Source: an optimization exercise on an open RTL-to-GDS flow (aim: a short achievable clock period and few clock cycles). Production flows keep margins and buffers that such runs may drop. Function was checked by simulation only, so behaviour that the tests miss may differ from the original. Power is estimated from default activity; no workload was simulated.

==> job 6643 <==
// rv_core
module rv_core (
    input  logic             clk,
    input  logic             reset,
    output logic             imem_req,
    output logic [32-1:0] imem_addr,
    input  logic [32-1:0] imem_data,
    output logic             dmem_read,
    output logic             dmem_write,
    output logic [32-1:0] dmem_addr,
    output logic [32-1:0] dmem_wdata,
    input  logic [32-1:0] dmem_rdata
);
==> flow/config.mk <==
export PLATFORM = sky130hd
export DESIGN_NAME = rv_core
export DESIGN_NICKNAME = rv_core
export VERILOG_FILES = /design/flow/design.v
export SDC_FILE = /design/flow/constraint.sdc
export NUM_CORES = 4
export LEC_CHECK = 0
export ABC_CLOCK_PERIOD_IN_PS = 3000
export CAP_MARGIN = 20
export CORE_MARGIN = 2
export CORE_UTILIZATION = 40
export SLEW_MARGIN = 20
export SYNTH_HIERARCHICAL = 1
==> flow/constraint.sdc <==
create_clock -name core_clock -period 10.0 [get_ports {clk}]
set_input_delay 2.0000 -clock core_clock [delete_from_list [all_inputs] [get_ports {clk}]]
set_output_delay 2.0000 -clock core_clock [all_outputs]
set_load 0.01 [all_outputs]
standard.sh (not shown) runs the stock make flow with config.mk's settings and CLKGATE_MAP_FILE= SYNTH_SCRIPT=/design/flow/synth_recipe.tcl, a recipe that flattens the netlist after the stock synthesis.
==> flow/flow/run.sh <==
#!/bin/bash
# The standard layout (standard.sh: ORFS with the standard flow's synthesis script), with
#  - Yosys's full-adder extraction left out, so the prefix adders keep their structure;
#  - plain buf_4 cells as the port buffers.
# The SDC, the clock period and the IO constraints are the standard flow's and are not touched.
set -euo pipefail
cd "$(dirname "${BASH_SOURCE[0]}")/.."
bash standard.sh SETUP_SLACK_MARGIN=6.4 TNS_END_PERCENT=100 ADDER_MAP_FILE= \
    "BUFFER_PORTS_ARGS=-buffer_cell sky130_fd_sc_hd__buf_4" finish > flow_standard.log 2>&1
==> job 8598 (differences from job 6643) <==
--- a/flow/design.v
+++ b/flow/design.v
@@ -70,12 +70,20 @@
         end
     end
     assign lt = !g[5][31];
 endmodule
 `default_nettype wire
 `default_nettype none
+module ld_or (
+    input  logic [31:0] rest,
+    input  logic        sel,
+    input  logic [31:0] ld,
+    output logic [31:0] y
+);
+    assign y = rest | ({32{sel}} & ld);
+endmodule
 module pc_sel (
     input  logic        stall,
     input  logic [31:0] pc_f,
     input  logic [31:0] base,
     output logic [31:0] pc_next
 );
@@ -159,15 +167,15 @@
     logic [31:0]      e_ptgt;     
     logic [31:0]      e_pc4;
     logic             e_dred;     
     logic             m_we;
     logic             m_is_load;
     logic [4:0]       m_rd;
-    logic [31:0]      r_m_add, r_m_sub, r_m_sll, r_m_sr, r_m_log;
+    logic [31:0]      r_m_add, r_m_sub, r_m_misc;   
     logic             r_m_slt;
-    logic             m_sub, m_slt, m_sll, m_sr, m_log;
+    logic             m_sub, m_slt;
     logic [31:0]      r_m;
     logic             rd_q;
     logic             wr_q;
     logic [31:0]      addr_q;
     logic [31:0]      wdata_q;
     logic             late_q;     
@@ -179,14 +187,13 @@
     assign imem_req   = req_q;
     assign imem_addr  = iaddr_q;
     assign dmem_read  = rd_q;
     assign dmem_write = wr_q;
     assign dmem_addr  = addr_q;
     assign dmem_wdata = wdata_q;
-    assign r_m = r_m_add | ({32{m_sub}} & r_m_sub) | ({32{m_sll}} & r_m_sll) |
-                 ({32{m_sr}} & r_m_sr) | ({32{m_log}} & r_m_log) | {31'd0, m_slt & r_m_slt};
+    assign r_m = r_m_add | r_m_misc | ({32{m_sub}} & r_m_sub) | {31'd0, m_slt & r_m_slt};
     logic [31:0] w_val;
     assign w_val = w_is_load ? dmem_rdata : r_w;
     always_ff @(posedge clk) begin
         if (w_we) begin
             regs[w_rd] <= w_val;
         end
@@ -267,24 +274,23 @@
     assign u_sr  = (is_r || is_i) && f3 == 3'b101;
     assign u_log = (is_r || is_i) && (f3 == 3'b100 || f3 == 3'b110 || f3 == 3'b111);
     logic u_x;
     assign u_x   = u_sub || u_slt || u_sll || u_sr || u_log || br_live;
     logic e_ok;
     assign e_ok = e_valid && !rq;
-    function automatic logic [31:0] pick4(input logic [3:0] s, input logic [31:0] v,
-                                          input logic [31:0] m, input logic [31:0] w,
-                                          input logic [31:0] l);
-        pick4 = (({32{s[0]}} & v) | ({32{s[1]}} & m) | ({32{s[2]}} & w)) | ({32{s[3]}} & l);
+    function automatic logic [31:0] pick3(input logic [2:0] s, input logic [31:0] v,
+                                          input logic [31:0] m, input logic [31:0] w);
+        pick3 = ({32{s[0]}} & v) | ({32{s[1]}} & m) | ({32{s[2]}} & w);
     endfunction
     logic [31:0] add_a, add_b, x_a, x_b, sub_a, sub_b, slt_a, slt_b, sll_a, sll_b;
     logic [31:0] sr_a, sr_b, log_a, log_b, br_a, br_b, sd;
-    assign add_a = pick4(s_add_a, e_add_a, r_m, r_w, dmem_rdata);
-    assign add_b = pick4(s_add_b, e_add_b, r_m, r_w, dmem_rdata);
-    assign x_a   = pick4(s_x_a, e_a, r_m, r_w, dmem_rdata);
-    assign x_b   = pick4(s_x_b, e_b, r_m, r_w, dmem_rdata);
-    assign sd    = pick4(s_sd, e_sd, r_m, r_w, dmem_rdata);
+    ld_or i_add_a (.rest(pick3(s_add_a[2:0], e_add_a, r_m, r_w)), .sel(s_add_a[3]), .ld(dmem_rdata), .y(add_a));
+    ld_or i_add_b (.rest(pick3(s_add_b[2:0], e_add_b, r_m, r_w)), .sel(s_add_b[3]), .ld(dmem_rdata), .y(add_b));
+    ld_or i_x_a   (.rest(pick3(s_x_a[2:0], e_a, r_m, r_w)), .sel(s_x_a[3]), .ld(dmem_rdata), .y(x_a));
+    ld_or i_x_b   (.rest(pick3(s_x_b[2:0], e_b, r_m, r_w)), .sel(s_x_b[3]), .ld(dmem_rdata), .y(x_b));
+    ld_or i_sd    (.rest(pick3(s_sd[2:0], e_sd, r_m, r_w)), .sel(s_sd[3]), .ld(dmem_rdata), .y(sd));
     assign sub_a = x_a;
     assign sub_b = x_b;
     assign slt_a = x_a;
     assign slt_b = x_b;
     assign sll_a = x_a;
     assign sll_b = x_b;
@@ -517,20 +523,15 @@
     end
     always_ff @(posedge clk) begin
         m_rd    <= e_rd;
         r_m_add <= y_add;
         m_sub   <= e_u_sub;
         m_slt   <= e_u_slt;
-        m_sll   <= e_u_sll;
-        m_sr    <= e_u_sr;
-        m_log   <= e_u_log;
         r_m_sub <= y_sub;
         r_m_slt <= y_slt[0];
-        r_m_sll <= y_sll;
-        r_m_sr  <= y_sr;
-        r_m_log <= y_log;
+        r_m_misc <= ({32{e_u_sll}} & y_sll) | ({32{e_u_sr}} & y_sr) | ({32{e_u_log}} & y_log);
         wdata_q <= late_q ? dmem_rdata : sd;
         w_rd    <= m_rd;
         r_w     <= r_m;
         if ((e_is_load || e_is_store) && !late_q) begin
             addr_q <= y_add;
         end
==> job 2864 (differences from job 6643) <==
--- a/flow/design.v
+++ b/flow/design.v
@@ -70,12 +70,20 @@
         end
     end
     assign lt = !g[5][31];
 endmodule
 `default_nettype wire
 `default_nettype none
+module ld_or (
+    input  logic [31:0] rest,
+    input  logic        sel,
+    input  logic [31:0] ld,
+    output logic [31:0] y
+);
+    assign y = rest | ({32{sel}} & ld);
+endmodule
 module pc_sel (
     input  logic        stall,
     input  logic [31:0] pc_f,
     input  logic [31:0] base,
     output logic [31:0] pc_next
 );
@@ -94,12 +102,13 @@
     output logic             dmem_write,
     output logic [32-1:0] dmem_addr,
     output logic [32-1:0] dmem_wdata,
     input  logic [32-1:0] dmem_rdata
 );
     logic             req_q;
+    logic             rst_q;      
     logic [31:0]      pc_f;
     logic [31:0]      iaddr_q;    
     localparam int    NBT = 8;
     logic [NBT-1:0]   bt_v;
     logic [9:0]       bt_tag [NBT];
     logic [31:0]      bt_tgt [NBT];
@@ -138,12 +147,13 @@
     logic [31:0]      e_b;        
     logic [31:0]      e_sd;       
     logic [31:0]      e_add_a;    
     logic [31:0]      e_add_b;    
     logic [3:0]       s_add_a, s_add_b;
     logic [3:0]       s_x_a, s_x_b;   
+    logic [3:0]       s_sh_a, s_sh_b;   
     logic             e_u_sub, e_u_slt, e_u_sll, e_u_sr, e_u_log;
     logic [3:0]       s_sd;
     logic             e_sdlate;   
     logic             e_slt_signed;
     logic             e_sra;
     logic             e_op_xor, e_op_or, e_op_and;
@@ -159,15 +169,15 @@
     logic [31:0]      e_ptgt;     
     logic [31:0]      e_pc4;
     logic             e_dred;     
     logic             m_we;
     logic             m_is_load;
     logic [4:0]       m_rd;
-    logic [31:0]      r_m_add, r_m_sub, r_m_sll, r_m_sr, r_m_log;
+    logic [31:0]      r_m_add, r_m_sub, r_m_misc;   
     logic             r_m_slt;
-    logic             m_sub, m_slt, m_sll, m_sr, m_log;
+    logic             m_sub, m_slt;
     logic [31:0]      r_m;
     logic             rd_q;
     logic             wr_q;
     logic [31:0]      addr_q;
     logic [31:0]      wdata_q;
     logic             late_q;     
@@ -179,14 +189,13 @@
     assign imem_req   = req_q;
     assign imem_addr  = iaddr_q;
     assign dmem_read  = rd_q;
     assign dmem_write = wr_q;
     assign dmem_addr  = addr_q;
     assign dmem_wdata = wdata_q;
-    assign r_m = r_m_add | ({32{m_sub}} & r_m_sub) | ({32{m_sll}} & r_m_sll) |
-                 ({32{m_sr}} & r_m_sr) | ({32{m_log}} & r_m_log) | {31'd0, m_slt & r_m_slt};
+    assign r_m = r_m_add | r_m_misc | ({32{m_sub}} & r_m_sub) | {31'd0, m_slt & r_m_slt};
     logic [31:0] w_val;
     assign w_val = w_is_load ? dmem_rdata : r_w;
     always_ff @(posedge clk) begin
         if (w_we) begin
             regs[w_rd] <= w_val;
         end
@@ -242,17 +251,21 @@
     assign src1[3] = !e_hit1 && m_hit1 && m_is_load;
     assign src2[0] = !(e_hit2 || m_hit2);
     assign src2[1] = e_hit2;
     assign src2[2] = !e_hit2 && m_hit2 && !m_is_load;
     assign src2[3] = !e_hit2 && m_hit2 && m_is_load;
     logic e_ld_hit, sd_late, late_hit, stall;
-    assign e_ld_hit = e_valid && e_is_load && e_we &&
-                      ((uses1 && e_rd == rs1) || (uses2 && !is_st && e_rd == rs2));
+    logic ld_v, late_v, op_rs2, op_mem;
+    assign ld_v     = d_valid && !rq && !er && e_valid && e_is_load && e_we;
+    assign late_v   = d_valid && !rq && !er && e_valid && e_is_store && e_sdlate;
+    assign op_rs2   = opc[5] && (opc[6] || opc[4]);
+    assign op_mem   = !opc[6] && !opc[4];
+    assign e_ld_hit = ld_v && ((e_rd == rs1) || (op_rs2 && e_rd == rs2));
+    assign late_hit = late_v && op_mem;
     assign sd_late  = is_st && e_valid && e_is_load && e_we && (e_rd == rs2);
-    assign late_hit = (is_ld || is_st) && e_valid && e_is_store && e_sdlate;
-    assign stall    = d_valid && !rq && !er && (e_ld_hit || late_hit);
+    assign stall    = e_ld_hit || late_hit;
     logic [31:0] pc_plus4_d;
     logic [31:0] imm_b, imm_j;
     assign imm_b = {{19{d_inst[31]}}, d_inst[31], d_inst[7], d_inst[30:25], d_inst[11:8], 1'b0};
     assign imm_j = {{11{d_inst[31]}}, d_inst[31], d_inst[19:12], d_inst[20], d_inst[30:21], 1'b0};
     assign pc_plus4_d  = d_pc + 32'd4;
     logic br_live, pred_br, pred_d;
@@ -264,35 +277,36 @@
     assign u_sub = is_r && f3 == 3'b000 && alt;
     assign u_slt = (is_r || is_i) && (f3 == 3'b010 || f3 == 3'b011);
     assign u_sll = (is_r || is_i) && f3 == 3'b001;
     assign u_sr  = (is_r || is_i) && f3 == 3'b101;
     assign u_log = (is_r || is_i) && (f3 == 3'b100 || f3 == 3'b110 || f3 == 3'b111);
     logic u_x;
-    assign u_x   = u_sub || u_slt || u_sll || u_sr || u_log || br_live;
+    assign u_x   = u_sub || u_slt || u_log || br_live;
     logic e_ok;
     assign e_ok = e_valid && !rq;
-    function automatic logic [31:0] pick4(input logic [3:0] s, input logic [31:0] v,
-                                          input logic [31:0] m, input logic [31:0] w,
-                                          input logic [31:0] l);
-        pick4 = (({32{s[0]}} & v) | ({32{s[1]}} & m) | ({32{s[2]}} & w)) | ({32{s[3]}} & l);
+    function automatic logic [31:0] pick3(input logic [2:0] s, input logic [31:0] v,
+                                          input logic [31:0] m, input logic [31:0] w);
+        pick3 = ({32{s[0]}} & v) | ({32{s[1]}} & m) | ({32{s[2]}} & w);
     endfunction
-    logic [31:0] add_a, add_b, x_a, x_b, sub_a, sub_b, slt_a, slt_b, sll_a, sll_b;
+    logic [31:0] add_a, add_b, x_a, x_b, sh_a, sh_b, sub_a, sub_b, slt_a, slt_b, sll_a, sll_b;
     logic [31:0] sr_a, sr_b, log_a, log_b, br_a, br_b, sd;
-    assign add_a = pick4(s_add_a, e_add_a, r_m, r_w, dmem_rdata);
-    assign add_b = pick4(s_add_b, e_add_b, r_m, r_w, dmem_rdata);
-    assign x_a   = pick4(s_x_a, e_a, r_m, r_w, dmem_rdata);
-    assign x_b   = pick4(s_x_b, e_b, r_m, r_w, dmem_rdata);
-    assign sd    = pick4(s_sd, e_sd, r_m, r_w, dmem_rdata);
+    ld_or i_add_a (.rest(pick3(s_add_a[2:0], e_add_a, r_m, r_w)), .sel(s_add_a[3]), .ld(dmem_rdata), .y(add_a));
+    ld_or i_add_b (.rest(pick3(s_add_b[2:0], e_add_b, r_m, r_w)), .sel(s_add_b[3]), .ld(dmem_rdata), .y(add_b));
+    ld_or i_x_a   (.rest(pick3(s_x_a[2:0], e_a, r_m, r_w)), .sel(s_x_a[3]), .ld(dmem_rdata), .y(x_a));
+    ld_or i_x_b   (.rest(pick3(s_x_b[2:0], e_b, r_m, r_w)), .sel(s_x_b[3]), .ld(dmem_rdata), .y(x_b));
+    ld_or i_sh_a  (.rest(pick3(s_sh_a[2:0], e_a, r_m, r_w)), .sel(s_sh_a[3]), .ld(dmem_rdata), .y(sh_a));
+    ld_or i_sh_b  (.rest(pick3(s_sh_b[2:0], e_b, r_m, r_w)), .sel(s_sh_b[3]), .ld(dmem_rdata), .y(sh_b));
+    ld_or i_sd    (.rest(pick3(s_sd[2:0], e_sd, r_m, r_w)), .sel(s_sd[3]), .ld(dmem_rdata), .y(sd));
     assign sub_a = x_a;
     assign sub_b = x_b;
     assign slt_a = x_a;
     assign slt_b = x_b;
-    assign sll_a = x_a;
-    assign sll_b = x_b;
-    assign sr_a  = x_a;
-    assign sr_b  = x_b;
+    assign sll_a = sh_a;
+    assign sll_b = sh_b;
+    assign sr_a  = sh_a;
+    assign sr_b  = sh_b;
     assign log_a = x_a;
     assign log_b = x_b;
     assign br_a  = x_a;
     assign br_b  = x_b;
     logic [31:0] y_add, y_sub, y_slt, y_sll, y_sr, y_log;
     logic slt_lt;
@@ -399,21 +413,24 @@
             end
         end
     end
     logic [31:0] pc_base, pc_next;
     assign pc_base = rq ? (rq_tk ? rq_t : rq_n) :
                      er ? e_tgt :
-                     !req_q ? pc_f :
+                     rst_q ? pc_f :
                      f_bp ? f_btgt : pc_f + 32'd4;
     pc_sel i_pc_sel (
         .stall      (stall),
         .pc_f       (pc_f),
         .base       (pc_base),
         .pc_next    (pc_next)
     );
     always_ff @(posedge clk) begin
+        rst_q <= reset;
+    end
+    always_ff @(posedge clk) begin
         if (reset) begin
             req_q <= 1'b0;
             pc_f  <= 32'h0000_0000;
         end else begin
             req_q <= 1'b1;
             pc_f  <= pc_next;
@@ -424,13 +441,13 @@
         if (reset || rq || er) begin
             d_valid <= 1'b0;
             hold_q  <= 1'b0;
         end else if (stall) begin
             hold_q  <= 1'b1;
         end else begin
-            d_valid <= req_q;
+            d_valid <= !rst_q;
             hold_q  <= 1'b0;
         end
     end
     always_ff @(posedge clk) begin
         hold_inst <= d_inst;
         h_pc      <= d_pc;
@@ -467,12 +484,14 @@
         e_br_lt      <= br_mode_lt;
         e_br_ge      <= br_mode_ge;
         s_add_a      <= {4{u_add}} & (is_jal ? 4'b0001 : src1);
         s_add_b      <= {4{u_add}} & (is_r ? src2 : 4'b0001);
         s_x_a        <= {4{u_x}} & src1;
         s_x_b        <= {4{u_x}} & ((is_r || is_br) ? src2 : 4'b0001);
+        s_sh_a       <= {4{u_sll || u_sr}} & src1;
+        s_sh_b       <= {4{u_sll || u_sr}} & (is_r ? src2 : 4'b0001);
         e_u_sub      <= u_sub;
         e_u_slt      <= u_slt;
         e_u_sll      <= u_sll;
         e_u_sr       <= u_sr;
         e_u_log      <= u_log;
         s_sd         <= {4{is_st && !sd_late}} & src2;
@@ -517,20 +536,15 @@
     end
     always_ff @(posedge clk) begin
         m_rd    <= e_rd;
         r_m_add <= y_add;
         m_sub   <= e_u_sub;
         m_slt   <= e_u_slt;
-        m_sll   <= e_u_sll;
-        m_sr    <= e_u_sr;
-        m_log   <= e_u_log;
         r_m_sub <= y_sub;
         r_m_slt <= y_slt[0];
-        r_m_sll <= y_sll;
-        r_m_sr  <= y_sr;
-        r_m_log <= y_log;
+        r_m_misc <= ({32{e_u_sll}} & y_sll) | ({32{e_u_sr}} & y_sr) | ({32{e_u_log}} & y_log);
         wdata_q <= late_q ? dmem_rdata : sd;
         w_rd    <= m_rd;
         r_w     <= r_m;
         if ((e_is_load || e_is_store) && !late_q) begin
             addr_q <= y_add;
         end
==> flow/flow/run.sh (replaced) <==
#!/bin/bash
# The standard layout (standard.sh: ORFS with the standard flow's synthesis script), with
#  - Yosys's full-adder extraction left out, so the prefix adders keep their structure;
#  - plain buf_4 cells as the port buffers;
#  - one more design repair after global routing's timing repair (flow/post_grt.tcl).
# The SDC, the clock period and the IO constraints are the standard flow's and are not touched.
set -euo pipefail
cd "$(dirname "${BASH_SOURCE[0]}")/.."
bash standard.sh SETUP_SLACK_MARGIN=6.4 TNS_END_PERCENT=100 ADDER_MAP_FILE= \
    "BUFFER_PORTS_ARGS=-buffer_cell sky130_fd_sc_hd__buf_4" \
    "POST_GLOBAL_ROUTE_TCL=$PWD/flow/post_grt.tcl" finish > flow_standard.log 2>&1
==> flow/flow/post_grt.tcl (new file) <==
# Sourced by ORFS's global_route.tcl (POST_GLOBAL_ROUTE_TCL) after its timing repair.
# Timing repair may leave a net at its capacitance or slew limit by the global-route
# estimate, which the final extraction can then put just over. Repair the design once
# more with the usual margins, place the new cells and route the changed nets, the
# same steps ORFS takes after its own repairs.
log_cmd estimate_parasitics -global_routing
log_cmd repair_design -verbose -cap_margin 20 -slew_margin 20
log_cmd global_route -start_incremental
log_cmd detailed_placement
log_cmd global_route -end_incremental
log_cmd estimate_parasitics -global_routing
==> comparison <==
- Sequential power is about the same in job 2864 and job 8598.
- Between job 8598 and job 2864, the lower wire length is in job 8598 (gap about 5%, measured against job 2864).
- Against job 6643, the clock power of job 2864 is lower by about 4%.
- Against job 6643, the power of job 8598 is lower by 4.6%.
- Final area: job 8598 is smaller than job 6643 (about 5.5%).
- The highest sequential cell count belongs to job 6643, the lowest to job 8598.
- The lowest clock skew belongs to job 2864, the highest to job 6643.
Testbench counts of job 6643, summed over its fixed seeds: cycles 236,108.
Testbench counts of job 8598, summed over its fixed seeds: cycles 236,108.
Testbench counts of job 2864, summed over its fixed seeds: cycles 236,179.

re-timing with driven ports:
The flow's constraints put no driver on any port. The routed layouts listed below were extracted and timed again, unchanged, in two steps.
Step 1 sets driving cells, clkbuf_16 on the clock port and buf_2 on the other inputs (assumed; they add their load-dependent delay and slew).
Step 2 adds t to the input delays and takes it off the output delays; t is the mean of the earliest and latest rising clock arrival at the registers after step 1. Input paths then give back, and output paths get back, about the clock's delay inside the block.
Slacks: ideal ports / drivers / drivers and shift; pairs: ideal ports / drivers.
run	t, ns	slack for setup (ns)	clock arrival spread, ns	worst register clock-pin slew, ns	pins driven straight from the clock port
job 6643	1.010	5.862 / 5.913 / 4.903	0.133 / 0.134	0.07 / 0.07	1
job 8598	0.996	6.101 / 6.165 / 5.179	0.113 / 0.113	0.07 / 0.07	1
job 2864	0.996	6.053 / 6.053 / 5.164	0.102 / 0.102	0.07 / 0.07	1
After both steps every run listed still meets setup and hold. For job 6643, which loses most, drivers alone change the setup slack by +0.051 ns; drivers and shift together by -0.959 ns.
